Background: an optimization exercise with open tools, aiming at small area. Do not read the settings as production practice.
In this exercise RTL edits were held to simulation tests only and were not proved equivalent to the original.
Power figures rest on the tool's default switching activity, not on a simulated workload.

## flow/config.mk

```make
export PLATFORM = sky130hd
export DESIGN_NAME = xgpon_bridge_top
export DESIGN_NICKNAME = xgpon_bridge_top
export VERILOG_FILES = /design/flow/design.v
export SDC_FILE = /design/flow/constraint.sdc
export NUM_CORES = 4
export LEC_CHECK = 0
export CAP_MARGIN = 20
export CORE_MARGIN = 2
export CORE_UTILIZATION = 65
export SLEW_MARGIN = 20
```

## flow/design.v

```verilog
package xgpon_bridge_pkg;
    typedef logic [31:0] pon_word_t;      
    typedef logic [7:0]  pre_len_t;       
    typedef logic [1:0]  cfg_addr_t;      
    typedef logic [15:0] frame_cnt_t;     
    localparam cfg_addr_t CFG_ADDR_PRE_LEN   = 2'd0;   
    localparam cfg_addr_t CFG_ADDR_PRE_PAT   = 2'd1;   
    localparam cfg_addr_t CFG_ADDR_TRAIL_PAT = 2'd2;   
    localparam pre_len_t  DEFAULT_PRE_LEN   = 8'd8;
    localparam pon_word_t DEFAULT_PRE_PAT   = 32'h0556_0556;
    localparam pon_word_t DEFAULT_TRAIL_PAT = 32'h3C5A_A5C3;
    typedef enum logic [1:0] {
        FR_IDLE,         
        FR_PREAMBLE,     
        FR_PAYLOAD,      
        FR_TRAILER       
    } framer_state_t;
    typedef enum logic {
        DF_HUNT,         
        DF_PAYLOAD       
    } deframer_state_t;
endpackage
`timescale 1ns/1ps
module burst_config_regs #(
    parameter int MAX_PRE_LEN = 16
) (
    input  logic                          axis_clk,
    input  logic                          rst_n,
    input  logic                          cfg_wr,
    input  xgpon_bridge_pkg::cfg_addr_t   cfg_addr,
    input  xgpon_bridge_pkg::pon_word_t   cfg_wdata,
    output logic [3:0]                    pre_lm1,      
    output xgpon_bridge_pkg::pon_word_t   pre_pat,
    output xgpon_bridge_pkg::pon_word_t   trail_pat
);
    logic [3:0] len_clamped;    
    always_comb begin
        if (cfg_wdata > 32'd16) begin
            len_clamped = 4'd15;
        end else if (cfg_wdata == '0) begin
            len_clamped = 4'd0;                  
        end else begin
            len_clamped = cfg_wdata[3:0] - 4'd1;
        end
    end
    always_ff @(posedge axis_clk or negedge rst_n) begin
        if (!rst_n) begin
            pre_lm1   <= 4'd7;                   
            pre_pat   <= xgpon_bridge_pkg::DEFAULT_PRE_PAT;
            trail_pat <= xgpon_bridge_pkg::DEFAULT_TRAIL_PAT;
        end else if (cfg_wr) begin
            case (cfg_addr)
                xgpon_bridge_pkg::CFG_ADDR_PRE_LEN:   pre_lm1   <= len_clamped;
                xgpon_bridge_pkg::CFG_ADDR_PRE_PAT:   pre_pat   <= cfg_wdata;
                xgpon_bridge_pkg::CFG_ADDR_TRAIL_PAT: trail_pat <= cfg_wdata;
                default: ;                       
            endcase
        end
    end
endmodule
`timescale 1ns/1ps
module burst_framer (
    input  logic                          axis_clk,
    input  logic                          rst_n,
    input  xgpon_bridge_pkg::pon_word_t   eth_rx_data,
    input  logic                          eth_rx_valid,
    input  logic                          eth_rx_last,
    input  logic [3:0]                    pre_lm1,      
    input  xgpon_bridge_pkg::pon_word_t   pre_pat,
    input  xgpon_bridge_pkg::pon_word_t   trail_pat,
    output xgpon_bridge_pkg::pon_word_t   pon_tx_data,
    output logic                          pon_tx_valid
);
    typedef xgpon_bridge_pkg::pon_word_t word_t;
    word_t d0;
    word_t s8 [8];
    word_t s4 [4];
    word_t s2 [2];
    word_t s1;
    word_t a8, a4, a2;
    assign a8 = pre_lm1[3] ? s8[7] : d0;
    assign a4 = pre_lm1[2] ? s4[3] : a8;
    assign a2 = pre_lm1[1] ? s2[1] : a4;
    always_ff @(posedge axis_clk) begin
        d0    <= eth_rx_data;
        s8[0] <= d0;
        for (int i = 1; i < 8; i++) s8[i] <= s8[i-1];
        s4[0] <= a8;
        for (int i = 1; i < 4; i++) s4[i] <= s4[i-1];
        s2[0] <= a4;
        s2[1] <= s2[0];
        s1    <= a2;
    end
    localparam logic [1:0] O_NONE = 2'd0, O_PRE = 2'd1, O_PAY = 2'd2, O_TRL = 2'd3;
    logic [1:0] cur, nxt;
    logic [3:0] pre_cnt;    
    logic [4:0] end_cnt;    
    always_comb begin
        case (cur)
            O_PRE:   nxt = (pre_cnt == 4'd0) ? O_PAY : O_PRE;
            O_PAY:   nxt = (end_cnt[4] & end_cnt[0]) ? O_TRL : O_PAY;
            default: nxt = eth_rx_valid ? O_PRE : O_NONE;
        endcase
    end
    logic [1:0] osel;
    assign osel = (nxt == O_PAY) ? {1'b1, pre_lm1[0]} : {1'b0, nxt == O_TRL};
    always_ff @(posedge axis_clk or negedge rst_n) begin
        if (!rst_n) begin
            cur <= O_NONE;
        end else begin
            cur <= nxt;
        end
    end
    always_ff @(posedge axis_clk) begin
        if (cur == O_PRE) pre_cnt <= pre_cnt - 4'd1;
        else              pre_cnt <= pre_lm1;
        if (eth_rx_valid) end_cnt <= eth_rx_last ? {1'b0, pre_lm1} : 5'd16;
        else              end_cnt <= end_cnt - 5'd1;
        case (osel)
            2'd0:    pon_tx_data <= pre_pat;
            2'd1:    pon_tx_data <= trail_pat;
            2'd2:    pon_tx_data <= a2;
            default: pon_tx_data <= s1;
        endcase
    end
    assign pon_tx_valid = (cur != O_NONE);
endmodule
`timescale 1ns/1ps
module burst_deframer (
    input  logic                          axis_clk,
    input  logic                          rst_n,
    input  xgpon_bridge_pkg::pon_word_t   pon_rx_data,
    input  logic                          pon_rx_valid,
    input  xgpon_bridge_pkg::pon_word_t   pre_pat,
    input  xgpon_bridge_pkg::pon_word_t   trail_pat,
    output xgpon_bridge_pkg::pon_word_t   eth_tx_data,
    output logic                          eth_tx_valid,
    output logic                          eth_tx_last,
    output logic                          burst_error,
    output xgpon_bridge_pkg::frame_cnt_t  frame_count
);
    localparam logic [2:0] SYNC_MAX = 3'd5;
    localparam logic [2:0] PAYLOAD  = 3'd7;
    xgpon_bridge_pkg::pon_word_t hold_word;    
    logic [2:0]                  run;
    logic                        is_pre;
    logic                        is_trail;
    assign is_pre   = pon_rx_valid && (pon_rx_data == pre_pat);
    assign is_trail = (pon_rx_data == trail_pat);
    always_ff @(posedge axis_clk) begin
        hold_word   <= pon_rx_data;
        eth_tx_data <= hold_word;
    end
    always_ff @(posedge axis_clk or negedge rst_n) begin
        if (!rst_n) begin
            run          <= '0;
            eth_tx_valid <= 1'b0;
            eth_tx_last  <= 1'b0;
            burst_error  <= 1'b0;
            frame_count  <= '0;
        end else begin
            eth_tx_valid <= 1'b0;    
            eth_tx_last  <= 1'b0;
            burst_error  <= 1'b0;
            if (run == PAYLOAD) begin
                if (!pon_rx_valid) begin
                    burst_error <= 1'b1;                
                    run         <= '0;
                end else begin
                    eth_tx_valid <= 1'b1;
                    if (is_trail) begin
                        eth_tx_last <= 1'b1;            
                        frame_count <= frame_count + 1'b1;
                        run         <= '0;
                    end
                end
            end else if (is_pre) begin
                if (run != SYNC_MAX) run <= run + 3'd1;
            end else if (run == SYNC_MAX && pon_rx_valid && !is_trail) begin
                run <= PAYLOAD;                         
            end else begin
                run <= '0;
            end
        end
    end
endmodule
`timescale 1ns/1ps
module xgpon_bridge_top #(
    parameter int MAX_PRE_LEN    = 16,   
    parameter int SYNC_THRESHOLD = 5     
) (
    input  logic                          axis_clk,
    input  logic                          rst_n,
    input  logic                          cfg_wr,
    input  xgpon_bridge_pkg::cfg_addr_t   cfg_addr,
    input  xgpon_bridge_pkg::pon_word_t   cfg_wdata,
    input  xgpon_bridge_pkg::pon_word_t   eth_rx_data,
    input  logic                          eth_rx_valid,
    input  logic                          eth_rx_last,
    output xgpon_bridge_pkg::pon_word_t   pon_tx_data,
    output logic                          pon_tx_valid,
    input  xgpon_bridge_pkg::pon_word_t   pon_rx_data,
    input  logic                          pon_rx_valid,
    output xgpon_bridge_pkg::pon_word_t   eth_tx_data,
    output logic                          eth_tx_valid,
    output logic                          eth_tx_last,
    output logic                          burst_error,
    output xgpon_bridge_pkg::frame_cnt_t  frame_count
);
    logic [3:0]                  pre_lm1;      
    xgpon_bridge_pkg::pon_word_t pre_pat;      
    xgpon_bridge_pkg::pon_word_t trail_pat;    
    burst_config_regs #(
        .MAX_PRE_LEN (MAX_PRE_LEN)
    ) burst_config_regs_inst (
        .axis_clk  (axis_clk),
        .rst_n     (rst_n),
        .cfg_wr    (cfg_wr),
        .cfg_addr  (cfg_addr),
        .cfg_wdata (cfg_wdata),
        .pre_lm1   (pre_lm1),
        .pre_pat   (pre_pat),
        .trail_pat (trail_pat)
    );
    burst_framer burst_framer_inst (
        .axis_clk     (axis_clk),
        .rst_n        (rst_n),
        .eth_rx_data  (eth_rx_data),
        .eth_rx_valid (eth_rx_valid),
        .eth_rx_last  (eth_rx_last),
        .pre_lm1      (pre_lm1),
        .pre_pat      (pre_pat),
        .trail_pat    (trail_pat),
        .pon_tx_data  (pon_tx_data),
        .pon_tx_valid (pon_tx_valid)
    );
    burst_deframer burst_deframer_inst (
        .axis_clk     (axis_clk),
        .rst_n        (rst_n),
        .pon_rx_data  (pon_rx_data),
        .pon_rx_valid (pon_rx_valid),
        .pre_pat      (pre_pat),
        .trail_pat    (trail_pat),
        .eth_tx_data  (eth_tx_data),
        .eth_tx_valid (eth_tx_valid),
        .eth_tx_last  (eth_tx_last),
        .burst_error  (burst_error),
        .frame_count  (frame_count)
    );
endmodule
```

## flow/flow/run.sh

```bash
#!/bin/bash
# The standard layout, with three changes:
#  - ABC maps with an area-oriented recipe and no upsizing (flow/abc_area_nf.script); the
#    registers come out of Yosys exactly as in the standard synthesis
#  - port buffers use buf_1
#  - the clock tree uses clkbuf_8 in clusters of up to 16 and no dummy loads
set -euo pipefail
rm -rf scripts_abc
cp -r "$FLOW_HOME/scripts" scripts_abc
cp flow/abc_area_nf.script scripts_abc/abc_speed.script
export BUFFER_PORTS_ARGS="-buffer_cell sky130_fd_sc_hd__buf_1"
export CTS_ARGS="-sink_clustering_enable -repair_clock_nets -dont_use_dummy_load -buf_list sky130_fd_sc_hd__clkbuf_8 -sink_clustering_size 20 -sink_clustering_max_diameter 45"
bash standard.sh finish SCRIPTS_DIR="$PWD/scripts_abc" > standard.log 2>&1
```

## flow/standard.sh

```bash
#!/bin/bash
# synth_recipe.tcl (not shown) runs the flow's synth.tcl, then flattens the netlist and writes it again
# the make line also repeats each setting of config.mk as NAME=value (left out here)
make -C /OpenROAD-flow-scripts/flow DESIGN_CONFIG=/design/flow/config.mk WORK_HOME=/design/flow/orfs CLKGATE_MAP_FILE= SYNTH_SCRIPT=/design/flow/synth_recipe.tcl "${@:-finish}"
```

## flow/flow/abc_area_nf.script

```
&get -n
&st
&dch
&nf -a -R 1000
&put
topo
stime -c
dnsize -c
```

## flow/constraint.sdc

```tcl
create_clock -name core_clock -period 4.0 [get_ports {axis_clk}]
set_input_delay 0.8000 -clock core_clock [delete_from_list [all_inputs] [get_ports {axis_clk}]]
set_output_delay 0.8000 -clock core_clock [all_outputs]
set_load 0.01 [all_outputs]
```

==> results.json, run 1 <==
{
  "synth_compound_area_frac": 0.0475,
  "maxCapViolCount": 0,
  "cp_cell_sequence": "clkinv_1 -> ha_1 -> and3_1 -> o21ai_2 -> clkinv_1 -> and3_2 -> nand2_1 -> nand2_1",
  "place_hpwl_um": 24000,
  "synth_edf_count": 0,
  "crit_type": "reg2reg",
  "drtIter0Drc": 674,
  "clk-insertion-delay-late_ns": 0.60,
  "final.period_utilization": 0.712,
  "worst_r2r_path_depth": 8,
  "rsz0062_at_grt": "false",
  "layout-drive-gt1-share": 0.0623,
  "hold_viol": 0,
  "avgSynthCellArea_um2": 14.4,
  "ant_nets": 0,
  "syn2layout_area_growth_pct": 10.6,
  "worst_slew_pin_slew_ns": 1.06,
  "top_usage_layer": "met2",
  "synth_top_family_by_area": "multiplexers",
  "overflow": 0,
  "slew_viol_final": 0,
  "clock_skew_ns": 0.0549,
  "totalPowerFinal_w": 0.0117,
  "grt_pass1_vias": 9859,
  "io_buffers": 187,
  "syn_inst": 1296,
  "grtUsageMet1": 0.318,
  "p_per_area_nw_per_um2": 565,
  "yosys.area.top_type": "dfxtp_1",
  "cp-end-kind": "register",
  "drcViolationCount": 0,
  "cts-root-buf": "clkbuf_8",
  "slowest_delay_ns": 0.71,
  "core_um2": 28500,
  "yosys_register_bits": 709,
  "ys_warn_count": 6,
  "crit_path_max_fanout": 32,
  "htree_num_levels": 2,
  "globalRouteMet2Util": 0.374,
  "worstHoldPathType": "in2reg",
  "leakage_nw": 8.57,
  "synth_top_area_frac": 0.661,
  "die_area_um2": 30100,
  "utilization": 0.725,
  "max_slew_margin": 0.296,
  "min-delay-start": "eth_rx_data[2]",
  "routedWlPerCell_um": 17.9,
  "synthSimpleGateAreaFrac": 0.0486,
  "grt_max_degree": 74,
  "holdBufCountCts": 0,
  "hold_end": "burst_framer_inst.d0[2]",
  "fmax_ghz": 0.351,
  "synthAdderAreaFrac": 0.00737,
  "wirelength_um": 34500,
  "path_clk_slew_ns": 0.11,
  "fin_ws_ns": 1.15,
  "antenna_found_initial": 10,
  "grt_pass1_wl_um": 54100,
  "drt-vias-per-instance": 5.14,
  "cp.arrival_ns": 3.27,
  "setup_viol": 0,
  "synthTopCellsByArea": "dfxtp_1, dfrtp_1, mux2_1, dfstp_2, nand2_1",
  "clkSinkCount": 709,
  "drt-pass1-iter-count": 5,
  "clock_path_buffers": 3,
  "vdd_drop_max_mv": 0.469,
  "numCtsBuffers": 48,
  "status": "no timing/DRC/antenna violations",
  "r2r_end": "burst_framer_inst.pon_tx_data[19]",
  "syn-cell-area_um2": 18700,
  "synth_xor_area_frac": 0.0291,
  "dr_total_vias": 9917,
  "cts-resized-gates": 0,
  "start_util": 0.656,
  "nets": 1659,
  "synth_nets": 1411,
  "rr_startpoint": "burst_framer_inst.cur[1]",
  "seq_area_frac_synth": 0.787,
  "cts_setup_buffers": 0,
  "crit_required_ns": 4.43,
  "slowest_stage": "o21ai_2",
  "grt_usage": 0.234,
  "dieHeight_um": 174,
  "reg2reg_slack_ns": 1.15,
  "synthArstFlopShare": 0.130,
  "use_met3": 0.0544,
  "die_w_um": 174,
  "yosysMostFrequentCell": "dfxtp_1",
  "gp_congestion": 0.844,
  "cts_tree": "built",
  "startpoint_type": "register",
  "io_pins": 188,
  "holdPathStages": 1,
  "rows": 62,
  "netlist_top_cells_count": "dfxtp_1, nand2_1, mux2_1, clkinv_1, dfrtp_1",
  "period_minus_slack_ns": 2.85,
  "ys_types": 39,
  "setup_tns_ns": 0,
  "synth_top_flop_cell": "dfxtp_1",
  "muxShareOfSynthArea": 0.0672,
  "dpl_worst_slack_ns": 0.848
}
==> area by class of cell <==
class | instances | area, um^2
Sequential cell | 709 | 14700
Fill cell | 2003 | 7820
Multi-Input combinational cell | 520 | 3740
Timing Repair Buffer | 198 | 808
Clock buffer | 48 | 661
Tap cell | 384 | 480
Inverter | 67 | 251
Antenna cell | 5 | 12.5
==> flip-flops by register name (all words and copies together) (netlist names) <==
signal and flops:
burst_deframer_inst.run 3, burst_framer_inst.s1 32, burst_deframer_inst.hold_word 32, burst_framer_inst.s8 256, burst_deframer_inst.burst_error 1, burst_framer_inst.pre_cnt 4
burst_deframer_inst.eth_tx_valid 1, burst_deframer_inst.eth_tx_data 32, burst_framer_inst.s2 64, burst_config_regs_inst.trail_pat 32, burst_deframer_inst.eth_tx_last 1, burst_config_regs_inst.pre_lm1 4
burst_framer_inst.end_cnt 5, burst_deframer_inst.frame_count 16, burst_framer_inst.cur 2, burst_config_regs_inst.pre_pat 32, burst_framer_inst.d0 32, burst_framer_inst.s4 128
burst_framer_inst.pon_tx_data 32
==> where the power goes <==
part / internal, W / leakage (nW) / total (W) / switching, W
Clock: 0.00108 / 0.345 / 0.00299 / 0.00191
Combinational: 0.000335 / 1.94 / 0.000756 / 0.000421
Sequential: 0.00765 / 6.29 / 0.00791 / 0.000259
Total: 0.00907 / 8.57 / 0.0117 / 0.00259
==> placed cells by master (no fill, tap or decap), drive strengths merged, types with 14 or more instances in the layout <==
cell type / netlist / layout
dfxtp: 617 / 617
buf: 0 / 198
nand2: 120 / 120
mux2: 83 / 83
clkinv: 67 / 67
dfrtp: 61 / 61
xnor2: 49 / 49
clkbuf: 0 / 48
o21ai: 44 / 44
mux2i: 32 / 32
a222oi: 32 / 32
dfstp: 31 / 31
nor2: 29 / 29
a21oi: 16 / 16
nand4: 14 / 14
==> cell families after synthesis <==
kind of cell	count (synthesis)
DFF	709
buffers and inverters	67
muxes	115
xor gates and xnor gates	62
adders and majority gates	11
and+or+nand+nor	207
AOI/OAI and AO/OA	125
==> worst max-delay path, delay by kind of cell, from the launching register on <==
family	cells	cell delay, ns
flip-flops	1	0.36
AO/OA/AOI/OAI	1	0.71
adder cells (fa/ha/maj)	1	0.31
AND/OR/NAND/NOR	4	1.02
buffers and inverters	2	0.29
==> stage by stage <==
step,instances,cell area (um^2),hold WS (ns)
after floorplan,1296,18700,0.310
after global placement,1877,20000,0.310
after detailed placement,1878,20000,0.312
after CTS,1926,20600,0.243
after global routing,1928,20600,0.248
final,1931,20700,0.272
==> routing by layer <==
metal,wire length [um],up-vias,share of wire
met2,15700,268,0.45
met5,68,-,0.0020
met1,15500,4736,0.45
met4,959,10,0.028
met3,2280,71,0.066
li1,-,4832,-
==> worst max path at each step <==
| stage | end | cells past startpoint | slack (ns) | from |
|---|---|---|---|---|
| global route | burst_framer_inst.pon_tx_data[17] | 8 | 0.95 | burst_framer_inst.cur[1] |
| detailed placement | burst_deframer_inst.run[2] | 10 | 0.85 | pon_rx_data[11] |
| CTS | burst_framer_inst.pon_tx_data[18] | 8 | 1.11 | burst_framer_inst.cur[1] |
| floorplan | burst_framer_inst.pon_tx_data[0] | 7 | 0.54 | burst_framer_inst.cur[1] |
| finish | burst_framer_inst.pon_tx_data[19] | 8 | 1.15 | burst_framer_inst.cur[1] |
| global placement | burst_deframer_inst.run[1] | 9 | 1.00 | pon_rx_data[23] |
==> run 2, diff against run 1 <==
--- a/flow/flow/run.sh
+++ b/flow/flow/run.sh
@@ -9,5 +9,5 @@
 cp -r "$FLOW_HOME/scripts" scripts_abc
 cp flow/abc_area_nf.script scripts_abc/abc_speed.script
 export BUFFER_PORTS_ARGS="-buffer_cell sky130_fd_sc_hd__buf_1"
-export CTS_ARGS="-sink_clustering_enable -repair_clock_nets -dont_use_dummy_load -buf_list sky130_fd_sc_hd__clkbuf_8 -sink_clustering_size 20 -sink_clustering_max_diameter 45"
+export CTS_ARGS="-sink_clustering_enable -repair_clock_nets -dont_use_dummy_load -buf_list sky130_fd_sc_hd__clkbuf_4 -sink_clustering_size 10 -sink_clustering_max_diameter 30"
 bash standard.sh finish SCRIPTS_DIR="$PWD/scripts_abc" > standard.log 2>&1
==> run 2 against run 1 <==
Still clean; first-iteration DRC count is 0.59% lower; worst setup slack better by 0.0011 ns; critical path depth stayed put; highest routed layer unchanged.
==> results.json, run 2 <==
{
  "routedWlPerCell_um": 17.6,
  "cts_tree": "built",
  "synth_compound_area_frac": 0.0475,
  "cpLargestDelayFamily": "simple AND/OR/NAND/NOR gates",
  "most-common-layout-cells": "dfxtp_1, buf_1, nand2_1",
  "fmax_ghz": 0.351,
  "crit_type": "reg2reg",
  "holdPathStages": 1,
  "worst_slew_pin_slew_ns": 1.03,
  "io_buffers": 187,
  "worst_r2r_path_depth": 8,
  "synthSimpleGateAreaFrac": 0.0486,
  "syn-cell-area_um2": 18700,
  "grt_pass1_wl_um": 55500,
  "reg.largest.list": "burst_framer_inst.s8: 256 flops, burst_framer_inst.s4: 128 flops, burst_framer_inst.s2: 64 flops",
  "drt-pass1-iter-count": 6,
  "cp.arrival_ns": 3.39,
  "overflow": 0,
  "clock_skew_ns": 0.0725,
  "syn2layout_area_growth_pct": 11.0,
  "drt-vias-per-instance": 5.16,
  "p_per_area_nw_per_um2": 569,
  "vdd_drop_max_mv": 0.448,
  "cp_cell_sequence": "clkinv_1 -> ha_1 -> and3_1 -> o21ai_2 -> clkinv_1 -> and3_2 -> nand2_1 -> nand2_1",
  "layout-drive-gt1-share": 0.0917,
  "crit_path_max_fanout": 32,
  "drtIter0Drc": 670,
  "rsz0062_at_grt": "false",
  "status": "no timing/DRC/antenna violations",
  "place_hpwl_um": 24000,
  "slew_viol_final": 0,
  "reg2reg_slack_ns": 1.15,
  "seq_area_frac_synth": 0.787,
  "avgSynthCellArea_um2": 14.4,
  "max_slew_margin": 0.313,
  "ant_nets": 0,
  "final.period_utilization": 0.712,
  "dr_total_vias": 10200,
  "r2r_end": "burst_framer_inst.pon_tx_data[19]",
  "mostFrequentLayoutCell": "dfxtp_1",
  "crit_required_ns": 4.54,
  "clock_path_buffers": 3,
  "ys_types": 39,
  "yosys.area.top_type": "dfxtp_1",
  "regMostFlops": "burst_framer_inst.s8",
  "slowest_delay_ns": 0.71,
  "cts-root-buf": "clkbuf_4",
  "synth_top_family_by_area": "multiplexers",
  "nFillCells": 1993,
  "synthTopCellsByArea": "dfxtp_1, dfrtp_1, mux2_1, dfstp_2, nand2_1",
  "hold_end": "burst_framer_inst.d0[16]",
  "clkSinkCount": 709,
  "rr_startpoint": "burst_framer_inst.cur[1]",
  "io_pins": 188,
  "gp_congestion": 0.844,
  "grt_pass1_vias": 10300,
  "holdBufCountCts": 0,
  "synth_nets": 1411,
  "clk-insertion-delay-late_ns": 0.71,
  "min-delay-start": "eth_rx_data[16]",
  "cts_setup_buffers": 0,
  "die_w_um": 174,
  "period_minus_slack_ns": 2.85,
  "cp.buffers_inverters": 2,
  "numCtsBuffers": 98,
  "synth_xor_area_frac": 0.0291,
  "leakage_nw": 8.68,
  "muxShareOfSynthArea": 0.0672,
  "die_area_um2": 30100,
  "setup_viol": 0,
  "rows": 62,
  "antenna_found_initial": 11,
  "yosysMostFrequentCell": "dfxtp_1",
  "cts-resized-gates": 0,
  "synth_top_flop_cell": "dfxtp_1",
  "nets": 1709,
  "core_um2": 28500,
  "utilization": 0.728,
  "synth_edf_count": 0,
  "worstHoldPathType": "in2reg",
  "netlist_top_cells_count": "dfxtp_1, nand2_1, mux2_1, clkinv_1, dfrtp_1",
  "htree_num_levels": 3,
  "syn_inst": 1296,
  "start_util": 0.656,
  "maxCapViolCount": 0,
  "grt_usage": 0.240,
  "wirelength_um": 34900,
  "hold_viol": 0,
  "startpoint_type": "register",
  "grt_max_degree": 74,
  "synth_top_area_frac": 0.661,
  "ys_warn_count": 6,
  "slowest_stage": "o21ai_2",
  "dieHeight_um": 174,
  "drcViolationCount": 0,
  "setup_tns_ns": 0,
  "cp-end-kind": "register",
  "path_clk_slew_ns": 0.09,
  "synthArstFlopShare": 0.130,
  "largest_reg_flops": 256,
  "yosys_register_bits": 709,
  "synthAdderAreaFrac": 0.00737
}
-- run 2: cell counts after synthesis --
Identical to the previous run, type by type.
-- run 2: worst max path at each step --
stage,startpoint,to,slack (ns),cells after the start
6_report,burst_framer_inst.cur[1],burst_framer_inst.pon_tx_data[19],1.15,8
5_1_grt,burst_framer_inst.cur[1],burst_framer_inst.pon_tx_data[4],0.95,8
4_1_cts,burst_framer_inst.cur[1],burst_framer_inst.pon_tx_data[18],1.09,8
3_5_place_dp,pon_rx_data[11],burst_deframer_inst.run[2],0.85,10
3_3_place_gp,pon_rx_data[23],burst_deframer_inst.run[1],1.00,9
2_1_floorplan,burst_framer_inst.cur[1],burst_framer_inst.pon_tx_data[0],0.54,7
-- run 2: kinds of logic after synthesis --
group / Yosys count
simple gates: 207
flops: 709
compound gates: 125
xor+xnor: 62
fa+ha+maj: 11
buf+inv: 67
mux: 115
-- run 2: stage by stage --
| step | area [um^2] | cells | hold WS (ns) | worst slack (ns) | power, W |
|---|---|---|---|---|---|
| 2_1_floorplan | 18700 | 1296 | 0.310 | 0.539 | 0.00845 |
| 3_3_place_gp | 20000 | 1877 | 0.310 | 1.00 | 0.00879 |
| 3_5_place_dp | 20000 | 1878 | 0.312 | 0.848 | 0.00883 |
| 4_1_cts | 20700 | 1976 | 0.0915 | 1.09 | 0.0119 |
| 5_1_grt | 20700 | 1979 | 0.0672 | 0.954 | 0.0124 |
| 6_report | 20700 | 1982 | 0.154 | 1.15 | 0.0118 |
-- run 2: area by class of cell --
| class | count | area, um^2 | area share |
|---|---|---|---|
| timing repair buffer | 198 | 808 | 0.0390 |
| multi-input combinational | 520 | 3740 | 0.181 |
| clock buffer | 98 | 736 | 0.0355 |
| tap | 384 | 480 | 0.0232 |
| inverter | 67 | 251 | 0.0121 |
| sequential | 709 | 14700 | 0.709 |
| antenna | 6 | 15.0 | 0.000724 |
-- run 2: per-layer routing --
layer	global-route usage	routed length, um
met1	0.321	15500
met2	0.375	15900
met3	0.0706	2530
met4	0.0879	901
met5	0	63
-- run 2: report_power, final --
group | internal, W | switching (W) | total, W
clock | 0.00112 | 0.00200 | 0.00313
combinational | 0.000335 | 0.000419 | 0.000754
sequential | 0.00765 | 0.000257 | 0.00791
total | 0.00911 | 0.00268 | 0.0118
==> run 3, diff against run 2 <==
--- a/flow/design.v
+++ b/flow/design.v
@@ -145,6 +145,10 @@
     logic [2:0]                  run;
     logic                        is_pre;
     logic                        is_trail;
+    logic [1:0]                  strobe;       
+    assign eth_tx_valid = strobe[0];
+    assign eth_tx_last  = strobe[1] & strobe[0];
+    assign burst_error  = strobe[1] & ~strobe[0];
     assign is_pre   = pon_rx_valid && (pon_rx_data == pre_pat);
     assign is_trail = (pon_rx_data == trail_pat);
     always_ff @(posedge axis_clk) begin
@@ -154,22 +158,18 @@
     always_ff @(posedge axis_clk or negedge rst_n) begin
         if (!rst_n) begin
             run          <= '0;
-            eth_tx_valid <= 1'b0;
-            eth_tx_last  <= 1'b0;
-            burst_error  <= 1'b0;
+            strobe       <= 2'b00;
             frame_count  <= '0;
         end else begin
-            eth_tx_valid <= 1'b0;    
-            eth_tx_last  <= 1'b0;
-            burst_error  <= 1'b0;
+            strobe <= 2'b00;         
             if (run == PAYLOAD) begin
                 if (!pon_rx_valid) begin
-                    burst_error <= 1'b1;                
+                    strobe      <= 2'b10;               
                     run         <= '0;
                 end else begin
-                    eth_tx_valid <= 1'b1;
+                    strobe <= 2'b01;
                     if (is_trail) begin
-                        eth_tx_last <= 1'b1;            
+                        strobe      <= 2'b11;           
                         frame_count <= frame_count + 1'b1;
                         run         <= '0;
                     end
==> flow/flow/run.sh (replaced) <==
#!/bin/bash
# The standard layout, with three changes:
#  - ABC maps with an area-oriented recipe and no upsizing (flow/abc_area_nf.script); the
#    registers come out of Yosys exactly as in the standard synthesis
#  - port buffers use buf_1
#  - the clock tree uses clkbuf_8 in clusters of up to 20 and no dummy loads
set -euo pipefail
rm -rf scripts_abc
cp -r "$FLOW_HOME/scripts" scripts_abc
cp flow/abc_area_nf.script scripts_abc/abc_speed.script
export BUFFER_PORTS_ARGS="-buffer_cell sky130_fd_sc_hd__buf_1"
export CTS_ARGS="-sink_clustering_enable -repair_clock_nets -dont_use_dummy_load -buf_list sky130_fd_sc_hd__clkbuf_8 -sink_clustering_size 20 -sink_clustering_max_diameter 45"
bash standard.sh finish SCRIPTS_DIR="$PWD/scripts_abc" > standard.log 2>&1
--- a/flow/config.mk
+++ b/flow/config.mk
@@ -7,5 +7,5 @@
 export LEC_CHECK = 0
 export CAP_MARGIN = 20
 export CORE_MARGIN = 2
-export CORE_UTILIZATION = 65
+export CORE_UTILIZATION = 55
 export SLEW_MARGIN = 20
==> run 3 against run 2 <==
Worst setup slack worse by 0.039 ns; maximum frequency fell by 1.4%; largest cell class unchanged; critical path depth is 2 higher; combinational power increased by 0.9%.
==> results.json, run 3 <==
{
  "crit_path_max_fanout": 6,
  "cp-end-kind": "register",
  "drcViolationCount": 0,
  "dpl_worst_slack_ns": 0.729,
  "synth_edf_count": 0,
  "yosys.area.top_type": "dfxtp_1",
  "path_clk_slew_ns": 0.11,
  "gp_congestion": 0.788,
  "max_slew_margin": 0.288,
  "grt_usage": 0.202,
  "clock_path_buffers": 3,
  "swShare": 0.225,
  "ys_warn_count": 6,
  "grt_pass1_wl_um": 54600,
  "mostFrequentLayoutCell": "dfxtp_1",
  "crit_required_ns": 4.49,
  "die_w_um": 188,
  "setup_tns_ns": 0,
  "drtIter0Drc": 632,
  "overflow": 0,
  "reg.largest.list": "burst_framer_inst.s8: 256 flops, burst_framer_inst.s4: 128 flops, burst_framer_inst.s2: 64 flops",
  "leakage_nw": 8.58,
  "yosys_register_bits": 708,
  "cts_setup_buffers": 0,
  "clock_skew_ns": 0.0897,
  "regMostFlops": "burst_framer_inst.s8",
  "worst_r2r_path_depth": 10,
  "fmax_ghz": 0.347,
  "pwr-share-seq": 0.671,
  "syn_inst": 1300,
  "die_area_um2": 35400,
  "core_um2": 33400,
  "most-common-layout-cells": "dfxtp_1, buf_1, nand2_1",
  "dr_total_vias": 9855,
  "clk-insertion-delay-late_ns": 0.65,
  "fin_ws_ns": 1.11,
  "rsz0062_at_grt": "false",
  "holdPathStages": 1,
  "numCtsBuffers": 50,
  "place_hpwl_um": 24100,
  "startpoint_type": "register",
  "internal_power_w": 0.00910,
  "p_per_area_nw_per_um2": 566,
  "cp.arrival_ns": 3.38,
  "ys_types": 39,
  "htree_num_levels": 2,
  "holdBufCountCts": 0,
  "grt_max_degree": 59,
  "stdcell_area_um2": 20700,
  "io_pins": 188,
  "layout-drive-gt1-share": 0.0627,
  "antenna_found_initial": 9,
  "clock_power_share": 0.264,
  "worst_slew_pin_slew_ns": 1.07,
  "yosysMostFrequentCell": "dfxtp_1",
  "utilization": 0.619,
  "p_sw_w": 0.00264,
  "dieHeight_um": 188,
  "synth_top_area_frac": 0.662,
  "worstHoldPathType": "in2reg",
  "start_util": 0.558,
  "crit_type": "reg2reg",
  "avgSynthCellArea_um2": 14.4,
  "cts_tree": "built",
  "netlist_top_cells_count": "dfxtp_1, nand2_1, mux2_1, clkinv_1, dfrtp_1",
  "nets": 1665,
  "ant_nets": 0,
  "synth_nets": 1415,
  "setup_viol": 0,
  "status": "no timing/DRC/antenna violations",
  "drt-pass1-iter-count": 8,
  "slew_viol_final": 0,
  "routedWlPerCell_um": 17.6,
  "drt-vias-per-instance": 4.93,
  "syn2layout_area_growth_pct": 11.0,
  "final.period_utilization": 0.721,
  "io_buffers": 187,
  "largest_reg_flops": 256,
  "maxCapViolCount": 0,
  "grt_pass1_vias": 9619,
  "clkSinkCount": 708,
  "cts-resized-gates": 0,
  "synthArstFlopShare": 0.129,
  "dpl_cell_area_um2": 20000,
  "power_frac_comb": 0.065,
  "synthTopCellsByArea": "dfxtp_1, dfrtp_1, mux2_1, dfstp_2, xnor2_1",
  "hold_viol": 0,
  "synth_top_flop_cell": "dfxtp_1",
  "vdd_drop_max_mv": 0.457,
  "wirelength_um": 35200,
  "syn-cell-area_um2": 18700,
  "seq_area_frac_synth": 0.786,
  "cts-root-buf": "clkbuf_8",
  "period_minus_slack_ns": 2.89,
  "rows": 67
}
==> run 3: changes by cell type after synthesis, sizes merged, moves of 2 or more <==
cell	delta
nor2	+5
nand2	-3
mux2	-2
a211oi	+2
and3	+2
xnor2	+5
o2bb2ai	-5
o21ai	-2
xor2	-3
a21oi	+5
==> run 3: path summary, 6_finish.rpt <==
path	startpoint	endpoint	slack, ns
worst max-delay path	burst_config_regs_inst.pre_pat[4]	burst_deframer_inst.run[0]	1.11
worst min-delay path	eth_rx_data[13]	burst_framer_inst.d0[13]	0.22
worst max register to register	burst_config_regs_inst.pre_pat[4]	burst_deframer_inst.run[0]	1.11
worst min register to register	burst_framer_inst.s8[0][18]	burst_framer_inst.s8[1][18]	0.29
max in group asynchronous	rst_n	burst_config_regs_inst.trail_pat[10]	2.81
min in group asynchronous	rst_n	burst_config_regs_inst.pre_lm1[3]	0.29
==> run 3: per-layer routing <==
layer / up-vias / GRT usage / wire [um]
met1: 4679 / 0.284 / 16600
li1: 4840 / - / -
met4: 14 / 0.0736 / 932
met3: 75 / 0.0492 / 2190
met5: - / 0 / 81
met2: 247 / 0.307 / 15400
==> run 3: cell families after synthesis <==
kind of cell / count (synthesis) / share of synthesized area
AO/OA/AOI/OAI: 126 / 0.0473
XOR/XNOR: 64 / 0.0300
adder cells (fa/ha/maj): 11 / 0.00737
buffers and inverters: 66 / 0.0133
flip-flops: 708 / 0.786
multiplexers: 113 / 0.0660
AND/OR/NAND/NOR: 212 / 0.0501
==> run 3: metrics by stage <==
stage | cells | hold WS [ns] | total power (W)
after floorplan | 1300 | 0.310 | 0.00844
final | 1998 | 0.217 | 0.0117
after CTS | 1996 | 0.163 | 0.0119
after global routing | 1996 | 0.167 | 0.0123
after global placement | 1946 | 0.310 | 0.00878
after detailed placement | 1946 | 0.312 | 0.00881
==> run 3: critical path, stage by stage, from the launching register on <==
cell,delay [ns]
dfstp_2,0.56
xnor2_1,0.15
nand4_1,0.20
nor4_1,0.31
nand4_1,0.12
or4_1,0.58
clkinv_1,0.11
a31oi_1,0.08
nor2_1,0.30
a211oi_1,0.11
a22o_1,0.23
==> run 3: final cells by class <==
| class | instances | area (um^2) |
|---|---|---|
| inverters | 66 | 248 |
| fillers | 2684 | 12700 |
| clock buffers | 50 | 688 |
| multi-input cells | 526 | 3760 |
| flip-flops and latches | 708 | 14700 |
| well taps | 448 | 561 |
| diodes | 2 | 5.00 |
| repair buffers | 198 | 788 |
==> run 3: power by group through the flow <==
stage | Sequential (W) | Clock [W] | Combinational, W
after floorplan | 0.00800 | 0 | 0.000442
after global placement | 0.00802 | 0 | 0.000757
after detailed placement | 0.00804 | 0 | 0.000768
after CTS | 0.00788 | 0.00322 | 0.000773
after global routing | 0.00794 | 0.00348 | 0.000854
final | 0.00788 | 0.00310 | 0.000761
==> run 4, diff against run 3 <==
--- a/flow/config.mk
+++ b/flow/config.mk
@@ -7,5 +7,5 @@
 export LEC_CHECK = 0
 export CAP_MARGIN = 20
 export CORE_MARGIN = 2
-export CORE_UTILIZATION = 55
+export CORE_UTILIZATION = 72
 export SLEW_MARGIN = 20
==> run 4 against run 3 <==
Still clean; non-clock buffer count up 2; worst hold slack better by 0.069 ns; first-iteration DRC count up 56%; sequential cell count unchanged; critical path depth unchanged; total power down 0.46%; synthesized area unchanged; critical path type unchanged; largest cell class unchanged; largest power group unchanged.
==> results.json, run 4 <==
{
  "period_minus_slack_ns": 2.91,
  "maxCapViolCount": 0,
  "crit_top_cell": "nand4_1",
  "r2r_end": "burst_deframer_inst.run[1]",
  "rr_startpoint": "burst_config_regs_inst.pre_pat[4]",
  "reg2reg_slack_ns": 1.09,
  "clock_path_buffers": 3,
  "synth_edf_count": 0,
  "synth_top_flop_cell": "dfxtp_1",
  "cts-resized-gates": 0,
  "gp_congestion": 0.860,
  "status": "no timing/DRC/antenna violations",
  "core_um2": 25300,
  "drt-vias-per-instance": 5.43,
  "drtIter0Drc": 986,
  "mostFrequentLayoutCell": "dfxtp_1",
  "cp.arrival_ns": 3.35,
  "grt_max_degree": 60,
  "synthTopCellsByArea": "dfxtp_1, dfrtp_1, mux2_1, dfstp_2, xnor2_1",
  "dieHeight_um": 165,
  "nets": 1664,
  "io_pins": 188,
  "layout-drive-gt1-share": 0.0621,
  "antenna_found_initial": 2,
  "worstHoldPathType": "in2reg",
  "drt-pass1-iter-count": 8,
  "drcViolationCount": 0,
  "hold_end": "burst_framer_inst.d0[27]",
  "ant_nets": 0,
  "use_met3": 0.0527,
  "regMostFlops": "burst_framer_inst.s8",
  "leakage_nw": 8.56,
  "synth_nets": 1415,
  "dr_total_vias": 10200,
  "syn2layout_area_growth_pct": 10.1,
  "slowest_delay_ns": 0.57,
  "die_area_um2": 27200,
  "io_buffers": 187,
  "slew_viol_final": 0,
  "numCtsBuffers": 47,
  "globalRouteMet2Util": 0.466,
  "vdd_drop_max_mv": 0.607,
  "syn_inst": 1300,
  "grt_usage": 0.276,
  "nFillCells": 1444,
  "reg.largest.list": "burst_framer_inst.s8: 256 flops, burst_framer_inst.s4: 128 flops, burst_framer_inst.s2: 64 flops",
  "totalPowerFinal_w": 0.0117,
  "clk-insertion-delay-late_ns": 0.60,
  "most-common-layout-cells": "dfxtp_1, buf_1, nand2_1",
  "p_per_area_nw_per_um2": 569,
  "cp_cell_sequence": "xnor2_1 -> nand4_1 -> nor4_1 -> nand4_1 -> or4_1 -> clkinv_1 -> a31oi_1 -> nor2_1 -> a211oi_1 -> a22o_1",
  "top_usage_layer": "met2",
  "holdPathStages": 1,
  "yosys.area.top_type": "dfxtp_1",
  "avgSynthCellArea_um2": 14.4,
  "largest_reg_flops": 256,
  "cts-root-buf": "clkbuf_8",
  "hold_viol": 0,
  "rows": 58,
  "crit_required_ns": 4.44,
  "worst_slew_pin_slew_ns": 1.01,
  "setup_viol": 0,
  "synth_top_area_frac": 0.662,
  "wirelength_um": 37000,
  "routedWlPerCell_um": 19.7,
  "place_hpwl_um": 24900,
  "clkSinkCount": 708,
  "worst_r2r_path_depth": 10,
  "htree_num_levels": 2,
  "startpoint_type": "register",
  "synthArstFlopShare": 0.129,
  "syn-cell-area_um2": 18700,
  "die_w_um": 165,
  "cts_tree": "built",
  "min-delay-start": "eth_rx_data[27]",
  "path_clk_slew_ns": 0.11,
  "setup_tns_ns": 0,
  "cts_setup_buffers": 0,
  "start_util": 0.737,
  "crit_path_max_fanout": 6,
  "holdBufCountCts": 0,
  "yosysMostFrequentCell": "dfxtp_1",
  "yosys_register_bits": 708,
  "fmax_ghz": 0.344,
  "ys_warn_count": 6,
  "grt_pass1_vias": 10200,
  "ys_types": 39,
  "grtUsageMet1": 0.363,
  "grt_pass1_wl_um": 56300,
  "overflow": 0,
  "cp-end-kind": "register",
  "crit_type": "reg2reg",
  "seq_area_frac_synth": 0.786,
  "clock_skew_ns": 0.0576,
  "final.period_utilization": 0.727,
  "rsz0062_at_grt": "false",
  "slowest_stage": "dfstp_2",
  "max_slew_margin": 0.327,
  "netlist_top_cells_count": "dfxtp_1, nand2_1, mux2_1, clkinv_1, dfrtp_1"
}
## run 4: layout make-up
class                   count  area (um^2)  share of cell area
well taps                 330          413              0.0201
clock buffers              47          647              0.0315
diodes                      2         5.00            0.000244
inverters                  66          248              0.0121
multi-input cells         526         3760               0.183
repair buffers            200          803              0.0391
flip-flops and latches    708        14700               0.714
## run 4: metal layers
layer  vias up  routed length (um)
li1       4853                   -
met1      4929               15700
met2       339               17900
met3        79                2390
met4         0                1020
met5         -                   0
## run 4: cells by family after synthesis
family | count (synthesis) | share of synthesized area
AOI/OAI and AO/OA | 126 | 0.0473
xor gates and xnor gates | 64 | 0.0300
adders and majority gates | 11 | 0.00737
buffers and inverters | 66 | 0.0133
DFF | 708 | 0.786
muxes | 113 | 0.0660
and+or+nand+nor | 212 | 0.0501
## run 4: where the power goes
part / internal, W / leakage [nW] / switching, W
Combinational: 0.000339 / 1.96 / 0.000431
Sequential: 0.00764 / 6.27 / 0.000257
Clock: 0.00106 / 0.338 / 0.00195
## run 4: worst max path at each step
stage	cells past startpoint	startpoint	end	slack [ns]
detailed placement	11	pon_rx_data[4]	burst_deframer_inst.run[2]	0.73
finish	10	burst_config_regs_inst.pre_pat[4]	burst_deframer_inst.run[1]	1.09
global route	10	burst_config_regs_inst.pre_pat[4]	burst_deframer_inst.run[2]	0.92
global placement	11	pon_rx_data[26]	burst_deframer_inst.run[1]	0.87
CTS	10	burst_config_regs_inst.pre_pat[4]	burst_deframer_inst.run[2]	1.15
floorplan	7	burst_framer_inst.cur[1]	burst_framer_inst.pon_tx_data[0]	0.54
## run 4: critical path, delay by kind of cell (launching register included)
kind	cells	cell delay, ns
xor+xnor	1	0.15
buf+inv	1	0.10
simple gates	5	1.52
compound gates	3	0.42
flops	1	0.57
## run 4: through the flow
stage,util,instance area [um^2],instances,hold WS (ns),worst slack (ns)
6_report,0.811,20500,1879,0.286,1.09
5_1_grt,0.811,20500,1878,0.261,0.916
4_1_cts,0.811,20500,1877,0.254,1.15
3_5_place_dp,0.786,19900,1830,0.312,0.733
3_3_place_gp,0.786,19900,1830,0.310,0.868
2_1_floorplan,-,18700,1300,0.310,0.536
==> run 5, diff against run 4 <==
--- a/flow/config.mk
+++ b/flow/config.mk
@@ -7,5 +7,5 @@
 export LEC_CHECK = 0
 export CAP_MARGIN = 20
 export CORE_MARGIN = 2
-export CORE_UTILIZATION = 72
+export CORE_UTILIZATION = 65
 export SLEW_MARGIN = 20
==> run 5 against run 4 <==
Still clean on timing, DRC and antenna; final area grew 0.29%; non-clock buffer count shrank 3; utilization shrank 8.7 points; combinational power shrank 2%; worst hold slack lost 0.0067 ns; critical path depth is the same; sequential power is essentially flat; critical endpoint is now burst_deframer_inst.run[2].
==> results.json, run 5 <==
{
  "dieHeight_um": 173,
  "grt_pass1_wl_um": 53400,
  "crit_required_ns": 4.43,
  "nets": 1662,
  "ant_nets": 0,
  "clock_skew_ns": 0.0617,
  "cpLargestDelayFamily": "simple AND/OR/NAND/NOR gates",
  "synth_edf_count": 0,
  "final.period_utilization": 0.749,
  "internal_power_w": 0.00906,
  "synth_top_flop_cell": "dfxtp_1",
  "maxCapViolCount": 0,
  "clk-insertion-delay-late_ns": 0.60,
  "wirelength_um": 34100,
  "clock_path_buffers": 3,
  "p_sw_w": 0.00258,
  "cts-root-buf": "clkbuf_8",
  "place_hpwl_um": 23700,
  "synthArstFlopShare": 0.129,
  "gp_congestion": 0.812,
  "start_util": 0.656,
  "yosysMostFrequentCell": "dfxtp_1",
  "swShare": 0.221,
  "largest_reg_flops": 256,
  "cp.arrival_ns": 3.43,
  "cts-resized-gates": 0,
  "cp_cell_sequence": "xnor2_1 -> nand4_1 -> nor4_1 -> nand4_1 -> or4_1 -> clkinv_1 -> a31oi_1 -> nor2_1 -> nor3_1 -> a22o_1",
  "cts_tree": "built",
  "mostFrequentLayoutCell": "dfxtp_1",
  "synth_nets": 1415,
  "dpl_cell_area_um2": 19900,
  "reg.largest.list": "burst_framer_inst.s8: 256 flops, burst_framer_inst.s4: 128 flops, burst_framer_inst.s2: 64 flops",
  "dr_total_vias": 9893,
  "syn_inst": 1300,
  "netlist_top_cells_count": "dfxtp_1, nand2_1, mux2_1, clkinv_1, dfrtp_1",
  "drt-vias-per-instance": 5.12,
  "drt-pass1-iter-count": 5,
  "drtIter0Drc": 612,
  "startpoint_type": "register",
  "io_pins": 188,
  "yosys_register_bits": 708,
  "layout-drive-gt1-share": 0.0615,
  "die_area_um2": 30100,
  "die_w_um": 173,
  "rsz0062_at_grt": "false",
  "holdBufCountCts": 0,
  "regMostFlops": "burst_framer_inst.s8",
  "synth_top_area_frac": 0.662,
  "max_slew_margin": 0.330,
  "avgSynthCellArea_um2": 14.4,
  "numCtsBuffers": 48,
  "syn-cell-area_um2": 18700,
  "crit_type": "reg2reg",
  "crit_path_max_fanout": 6,
  "ys_warn_count": 6,
  "cts_setup_buffers": 0,
  "setup_viol": 0,
  "antenna_found_initial": 8,
  "stdcell_area_um2": 20600,
  "yosys.area.top_type": "dfxtp_1",
  "pwr-share-seq": 0.677,
  "setup_tns_ns": 0,
  "fmax_ghz": 0.334,
  "drcViolationCount": 0,
  "period_minus_slack_ns": 3.00,
  "grt_pass1_vias": 9846,
  "clkSinkCount": 708,
  "worstHoldPathType": "in2reg",
  "path_clk_slew_ns": 0.11,
  "worst_slew_pin_slew_ns": 1.01,
  "htree_num_levels": 2,
  "slowest_stage": "or4_1",
  "rows": 62,
  "vdd_drop_max_mv": 0.529,
  "grt_usage": 0.229,
  "crit_top_cell": "nand4_1",
  "slew_viol_final": 0,
  "ys_types": 39,
  "overflow": 0,
  "cp-end-kind": "register",
  "clock_power_share": 0.257,
  "leakage_nw": 8.56,
  "cp.buffers_inverters": 1,
  "io_buffers": 187,
  "grt_max_degree": 60,
  "synthTopCellsByArea": "dfxtp_1, dfrtp_1, mux2_1, dfstp_2, xnor2_1",
  "status": "no timing/DRC/antenna violations",
  "most-common-layout-cells": "dfxtp_1, buf_1, nand2_1",
  "power_frac_comb": 0.065,
  "slowest_delay_ns": 0.60,
  "syn2layout_area_growth_pct": 10.4,
  "core_um2": 28500,
  "routedWlPerCell_um": 17.7,
  "seq_area_frac_synth": 0.786,
  "hold_viol": 0,
  "p_per_area_nw_per_um2": 564
}
[run 5: cell counts after synthesis]
No cell type changed its count.
[run 5: final timing paths]
path / cells after the start / slack [ns] / end / startpoint
worst max-delay path: 10 / 1.00 / burst_deframer_inst.run[2] / burst_config_regs_inst.pre_pat[4]
worst max register to register: 10 / 1.00 / burst_deframer_inst.run[2] / burst_config_regs_inst.pre_pat[4]
max in group asynchronous: 2 / 2.77 / burst_config_regs_inst.pre_pat[20] / rst_n
worst min register to register: 0 / 0.28 / burst_deframer_inst.eth_tx_data[15] / burst_deframer_inst.hold_word[15]
min in group asynchronous: 1 / 0.33 / burst_config_regs_inst.trail_pat[4] / rst_n
worst min-delay path: 1 / 0.28 / burst_framer_inst.d0[9] / eth_rx_data[9]
[run 5: through the flow]
step | worst slack [ns] | hold WS (ns) | utilization | cells | total power, W
2_1_floorplan | 0.536 | 0.310 | - | 1300 | 0.00844
3_3_place_gp | 0.870 | 0.310 | 0.700 | 1881 | 0.00877
3_5_place_dp | 0.612 | 0.312 | 0.700 | 1881 | 0.00881
4_1_cts | 1.03 | 0.253 | 0.724 | 1929 | 0.0117
5_1_grt | 0.851 | 0.243 | 0.724 | 1930 | 0.0121
6_report | 1.00 | 0.279 | 0.724 | 1933 | 0.0116
[run 5: cell type report]
cell class                      count  area, um^2
Sequential cell                   708       14700
Antenna cell                        4        10.0
Inverter                           66         248
Tap cell                          384         480
Fill cell                        2013        7860
Multi-Input combinational cell    526        3760
Timing Repair Buffer              197         781
Clock buffer                       48         661
[run 5: power groups by stage]
| stage | Clock (W) | Combinational [W] | Sequential, W |
|---|---|---|---|
| final | 0.00299 | 0.000759 | 0.00788 |
| after global placement | 0 | 0.000748 | 0.00802 |
| after detailed placement | 0 | 0.000766 | 0.00804 |
| after global routing | 0.00335 | 0.000848 | 0.00794 |
| after CTS | 0.00308 | 0.000770 | 0.00789 |
| after floorplan | 0 | 0.000442 | 0.00800 |
[run 5: per-layer routing]
metal / track usage / up-vias / routed length, um
met1: 0.311 / 4752 / 15500
li1: - / 4830 / -
met4: 0.0632 / 8 / 767
met2: 0.369 / 240 / 15600
met5: 0 / - / 51
met3: 0.0601 / 63 / 2190
[run 5: cells by family (layout without fill, tap and decap cells)]
group,Yosys count,after routing,share of synthesized area
xor gates and xnor gates,64,64,0.0300
and+or+nand+nor,212,212,0.0501
muxes,113,113,0.0660
adders and majority gates,11,11,0.00737
buffers and inverters,66,311,0.0133
DFF,708,708,0.786
AOI/OAI and AO/OA,126,126,0.0473
other,0,4,0

-- re-timing with driven ports --
The results above use ideal ports. As a check the final layouts listed here were re-extracted and re-timed, cells and wires unchanged.
Step 1: set_driving_cell puts a clkbuf_16 on axis_clk and a buf_2 on each other input, an assumption about the parent block.
Step 2 moves the port delays by t, midway between the first and last clock arrival at a register: inputs arrive t later, outputs are due t later. That takes back most of the time a late clock gives input paths.
a / b / c = no drivers / after step 1 / after step 2; a / b = the first two.
run | shift t [ns] | slack for setup (ns) | worst setup path at the end | latest minus earliest clock arrival (ns) | worst register clock-pin slew, ns
run 1 | 0.627 | 1.152 / 1.152 / 0.656 | input to register | 0.067 / 0.067 | 0.11 / 0.11
run 2 | 0.732 | 1.154 / 1.154 / 0.685 | input to register | 0.093 / 0.093 | 0.10 / 0.10
run 3 | 0.661 | 1.114 / 1.114 / 0.661 | input to register | 0.100 / 0.101 | 0.11 / 0.11
run 4 | 0.613 | 1.092 / 1.092 / 0.622 | input to register | 0.059 / 0.059 | 0.12 / 0.12
run 5 | 0.617 | 1.004 / 1.004 / 0.553 | input to register | 0.063 / 0.063 | 0.11 / 0.11
After both steps setup and hold are still met in every run listed. The setup slack of run 1, which loses most, moves by 0.000 ns with the drivers and by -0.496 ns with both steps.
